This is an optimization exercise on Yosys and OpenROAD, whose aim is small area and a short achievable clock period, not a production implementation. Function was checked by simulation only, so behaviour that the tests miss may differ from the original. The clock port is modelled as an ideal driver; clocking choices that lean on that would not hold on a real chip. Power and IR drop assume default switching activity.

==> try-amber <==
## mult_28_pipe
module mult_28_pipe #(
    parameter int          LOGQ  = 28,
    parameter int unsigned PRIME = 32'h0FFF_0001,
    parameter int          TAGW  = 8
) (
    input  logic                CLK,
    input  logic                RSTN,
    input  logic                EN,
    input  logic                IN_VALID,
    input  logic [LOGQ-1:0]     A,
    input  logic [LOGQ-1:0]     B,
    input  logic [TAGW-1:0]     IN_TAG,
    output logic                OUT_VALID,
    output logic [2*LOGQ-1:0]   PROD,
    output logic [TAGW-1:0]     OUT_TAG,
    output logic                BUSY,
    output logic                RANGE_ERR
);
    if (LOGQ != 28 || PRIME == 0 || PRIME >= (32'd1 << LOGQ)) begin : g_param_check
        $error("mult_28_pipe: unsupported LOGQ/PRIME");
    end
    logic r_v1, r_v2, r_v3;
    always_ff @(posedge CLK or negedge RSTN) begin
        if (!RSTN) begin
            r_v1 <= 1'b0;
            r_v2 <= 1'b0;
  ...
Settings: LEC_CHECK=0, ABC_AREA=1, CAP_MARGIN=20, CORE_MARGIN=2, CORE_UTILIZATION=40, SETUP_SLACK_MARGIN=3.0, SLEW_MARGIN=20; clock period 6.5 ns.
standard.sh (not shown) runs the stock make flow with config.mk's settings and CLKGATE_MAP_FILE= SYNTH_SCRIPT=/design/flow/synth_recipe.tcl, a recipe that flattens the netlist after the stock synthesis.
==> flow/flow/run.sh <==
#!/bin/bash
set -euo pipefail
here=$(pwd)
# Modified copy of ORFS's synth.tcl
sed 's/synth -top $::env(DESIGN_NAME) -run fine: {\*}$synth_full_args/synth -top $::env(DESIGN_NAME) -run fine: -noabc {*}$synth_full_args/' \
    "$FLOW_HOME/scripts/synth.tcl" > "$here/flow_synth.tcl"
grep -q -- '-run fine: -noabc' "$here/flow_synth.tcl"
# synth_recipe.tcl with the modified synth.tcl in place of ORFS's
sed "s#source \$::env(SCRIPTS_DIR)/synth.tcl#source $here/flow_synth.tcl#" \
    "$here/synth_recipe.tcl" > "$here/flow_synth_recipe.tcl"
grep -q "flow_synth.tcl" "$here/flow_synth_recipe.tcl"
# standard.sh with that synthesis script
sed -e "s#SYNTH_SCRIPT=$here/synth_recipe.tcl#SYNTH_SCRIPT=$here/flow_synth_recipe.tcl#" \
    -e "s#CLKGATE_MAP_FILE= #CLKGATE_MAP_FILE= MATCH_CELL_FOOTPRINT=0 #" \
    "$here/standard.sh" > "$here/flow_standard.sh"
grep -q "flow_synth_recipe.tcl" "$here/flow_standard.sh"
grep -q "MATCH_CELL_FOOTPRINT=0" "$here/flow_standard.sh"
export BUFFER_PORTS_ARGS="-buffer_cell sky130_fd_sc_hd__buf_1"
export CTS_ARGS="-sink_clustering_enable -repair_clock_nets -dont_use_dummy_load -buf_list {sky130_fd_sc_hd__clkbuf_4}"
bash "$here/flow_standard.sh" cts > "$here/flow_make_cts.log" 2>&1
RES="$here/orfs/results/sky130hd/mult_28_pipe/base" PLATFORM_DIR="$FLOW_HOME/platforms/sky130hd" \
SKEW_CELL2=sky130_fd_sc_hd__clkdlybuf4s25_1 SKEW_CELL3=sky130_fd_sc_hd__clkdlybuf4s50_1 \
    openroad -no_init -exit "$here/flow/skew.tcl" > "$here/flow_skew.log" 2>&1
bash "$here/flow_standard.sh" > "$here/flow_make.log" 2>&1
==> flow/flow/skew.tcl <==
set R $::env(RES)
set P $::env(PLATFORM_DIR)
read_lef $P/lef/sky130_fd_sc_hd.tlef
read_lef $P/lef/sky130_fd_sc_hd_merged.lef
read_liberty $P/lib/sky130_fd_sc_hd__tt_025C_1v80.lib
read_db $R/4_cts.odb
read_sdc $R/4_cts.sdc
source $P/setRC.tcl
set_propagated_clock [all_clocks]
estimate_parasitics -placement
report_worst_slack -max
set block [ord::get_db_block]
set groups [list [list r2_q $::env(SKEW_CELL2)] [list r_p3 $::env(SKEW_CELL3)]]
set n 0
set leafnets {}
foreach net [$block getNets] {
  if {[$net getSigType] ne "CLOCK"} continue
  lappend leafnets [$net getName]
}
# Per leaf clock net and per group: if the group owns every sink of the net,
# the delay cell goes on the input of the net's leaf buffer (the leaf buffer
# still drives the sinks); otherwise the group's sinks get a clkbuf_4 of their
# own, with the delay cell on its input.
foreach nname $leafnets {
  set allpins {}
  foreach pin [get_pins -quiet -of_objects [get_nets $nname]] {
    if {[get_property $pin direction] eq "input"} { lappend allpins $pin }
  }
  set drvpin ""
  foreach pin [get_pins -quiet -of_objects [get_nets $nname]] {
    if {[get_property $pin direction] eq "output"} { set drvpin $pin }
  }
  if {$drvpin eq ""} continue
  foreach g $groups {
    lassign $g prefix cell
    if {$cell eq "none"} continue
    set pins {}
    set xs 0.0; set ys 0.0
    foreach pin $allpins {
      set pname [get_full_name $pin]
      if {[string first $prefix $pname] == 0 && [string match "*/CLK" $pname]} {
        lappend pins $pin
        set loc [sta::pin_location $pin]
        set xs [expr {$xs + 1e6 * [lindex $loc 0]}]; set ys [expr {$ys + 1e6 * [lindex $loc 1]}]
      }
    }
    if {[llength $pins] == 0} continue
    set k [llength $pins]
    set x [expr {$xs / $k}]; set y [expr {$ys / $k}]
    if {$k == [llength $allpins]} {
      # the leaf buffer's input
      set lb [get_full_name [get_cells -of_objects $drvpin]]
      set lbin [get_pins $lb/A]
      set loc [sta::pin_location $lbin]
      set innet [get_full_name [get_nets -of_objects $lbin]]
      insert_buffer -buffer_cell $cell -net $innet -load_pins [list $lbin] -location [list [expr {1e6*[lindex $loc 0]}] [expr {1e6*[lindex $loc 1]}]] -buffer_name skew_${prefix}_$n
    } else {
      insert_buffer -buffer_cell sky130_fd_sc_hd__clkbuf_4 -net $nname -load_pins $pins -location [list $x $y] -buffer_name skewb_${prefix}_$n
      set bin [get_pins skewb_${prefix}_$n/A]
      insert_buffer -buffer_cell $cell -net $nname -load_pins [list $bin] -location [list $x $y] -buffer_name skew_${prefix}_$n
    }
    incr n
  }
}
puts "skew buffers inserted: $n"
# new nets carry the clock
foreach net [$block getNets] {
  set drv [$net getFirstOutput]
  if {$drv ne "NULL" && $drv ne "" && [string match "skew_*" [[$drv getInst] getName]]} { $net setSigType CLOCK }
}
detailed_placement
check_placement
estimate_parasitics -placement
report_worst_slack -max
report_worst_slack -min
write_db $R/4_cts.odb
==> try-quartz: changes against try-amber <==
==> flow/flow/run.sh (replaced) <==
#!/bin/bash
# Own layout flow: the standard flow (standard.sh), except that synthesis
# runs ORFS's synth.tcl with Yosys's "synth -run fine:" given -noabc, so the
# generic ABC pass does not restructure the carry-save adders before
# extract_fa maps them onto full-adder cells (it otherwise leaves an inverter
# on many adder-to-adder nets). Port buffers are plain buf_1 cells instead of
# delay buffers, and clock tree synthesis adds no dummy loads and builds the
# tree from clkbuf_4. Everything else is the standard flow.
set -euo pipefail
here=$(pwd)
# Modified copy of ORFS's synth.tcl
sed 's/synth -top $::env(DESIGN_NAME) -run fine: {\*}$synth_full_args/synth -top $::env(DESIGN_NAME) -run fine: -noabc {*}$synth_full_args/' \
    "$FLOW_HOME/scripts/synth.tcl" > "$here/flow_synth.tcl"
grep -q -- '-run fine: -noabc' "$here/flow_synth.tcl"
# synth_recipe.tcl with the modified synth.tcl in place of ORFS's
sed "s#source \$::env(SCRIPTS_DIR)/synth.tcl#source $here/flow_synth.tcl#" \
    "$here/synth_recipe.tcl" > "$here/flow_synth_recipe.tcl"
grep -q "flow_synth.tcl" "$here/flow_synth_recipe.tcl"
# standard.sh with that synthesis script
sed "s#SYNTH_SCRIPT=$here/synth_recipe.tcl#SYNTH_SCRIPT=$here/flow_synth_recipe.tcl#" \
    "$here/standard.sh" > "$here/flow_standard.sh"
grep -q "flow_synth_recipe.tcl" "$here/flow_standard.sh"
export BUFFER_PORTS_ARGS="-buffer_cell sky130_fd_sc_hd__buf_1"
export CTS_ARGS="-sink_clustering_enable -repair_clock_nets -dont_use_dummy_load -buf_list {sky130_fd_sc_hd__clkbuf_4}"
bash "$here/flow_standard.sh" > "$here/flow_make.log" 2>&1
Settings changed: SETUP_SLACK_MARGIN 3.0 to 3.5.
removed: flow/flow/skew.tcl
==> run_results.csv <==
group,metric,value,unit
run_status,outcome,"timing/DRC/antenna clean",
place,gp_congestion,0.983,
setup_path,worstPathArrival,3.95,ns
timing,rsz0062_at_grt,"true",
cells_and_area,bufAreaShareNonClock,0.100,
grt,grt_pass1_vias,24486,
cts,worstSkewPairLatency,0.86,ns
routing,wl,113000,um
pwr,leakagePower,14.1,nW
place,dp_hpwl,69800,um
routing,drtIter0Drc,3419,
grt,grtUsageMet3,0.144,
setup_path,reg2regPathDepth,8,
(the above is from try-quartz)
==> run_results.csv <==
group,metric,value,unit
routing,wl,107000,um
run_status,outcome,"timing/DRC/antenna clean",
grt,grtUsageMet3,0.120,
grt,grt_pass1_vias,23611,
timing,rsz0062_at_grt,"false",
setup_path,worstPathArrival,4.17,ns
cells_and_area,bufAreaShareNonClock,0.0493,
cts,worstSkewPairLatency,1.33,ns
(the above is from try-amber)

## separate check: timing with driven ports
The results above use ideal ports. As a check the final layouts listed here were re-extracted and re-timed, cells and wires unchanged.
Step 1 assumes that a clkbuf_16 drives the clock port and a buf_2 every other input.
Step 2, shift: input delay + t, output delay - t, t = (earliest + latest rising clock arrival at the registers) / 2. This alone moves slack from input paths to output paths.
Three values: no drivers, after step 1, after step 2; two values: the first two.
run | shift t [ns] | slack for setup (ns) | worst setup path after step 2 | clock arrival spread, ns | worst register clock-pin slew, ns
try-amber | 1.127 | 3.040 / 3.040 / 2.360 | input to register | 0.530 / 0.530 | 0.08 / 0.08
try-quartz | 0.873 | 3.147 / 3.147 / 2.873 | input to register | 0.109 / 0.109 | 0.07 / 0.07
In try-amber the clock reaches the registers at very different times; t lies between them, and the last value is a rough guide only. The setup slack of try-amber, which loses most, moves by 0.000 ns with the drivers and by -0.680 ns with both steps.
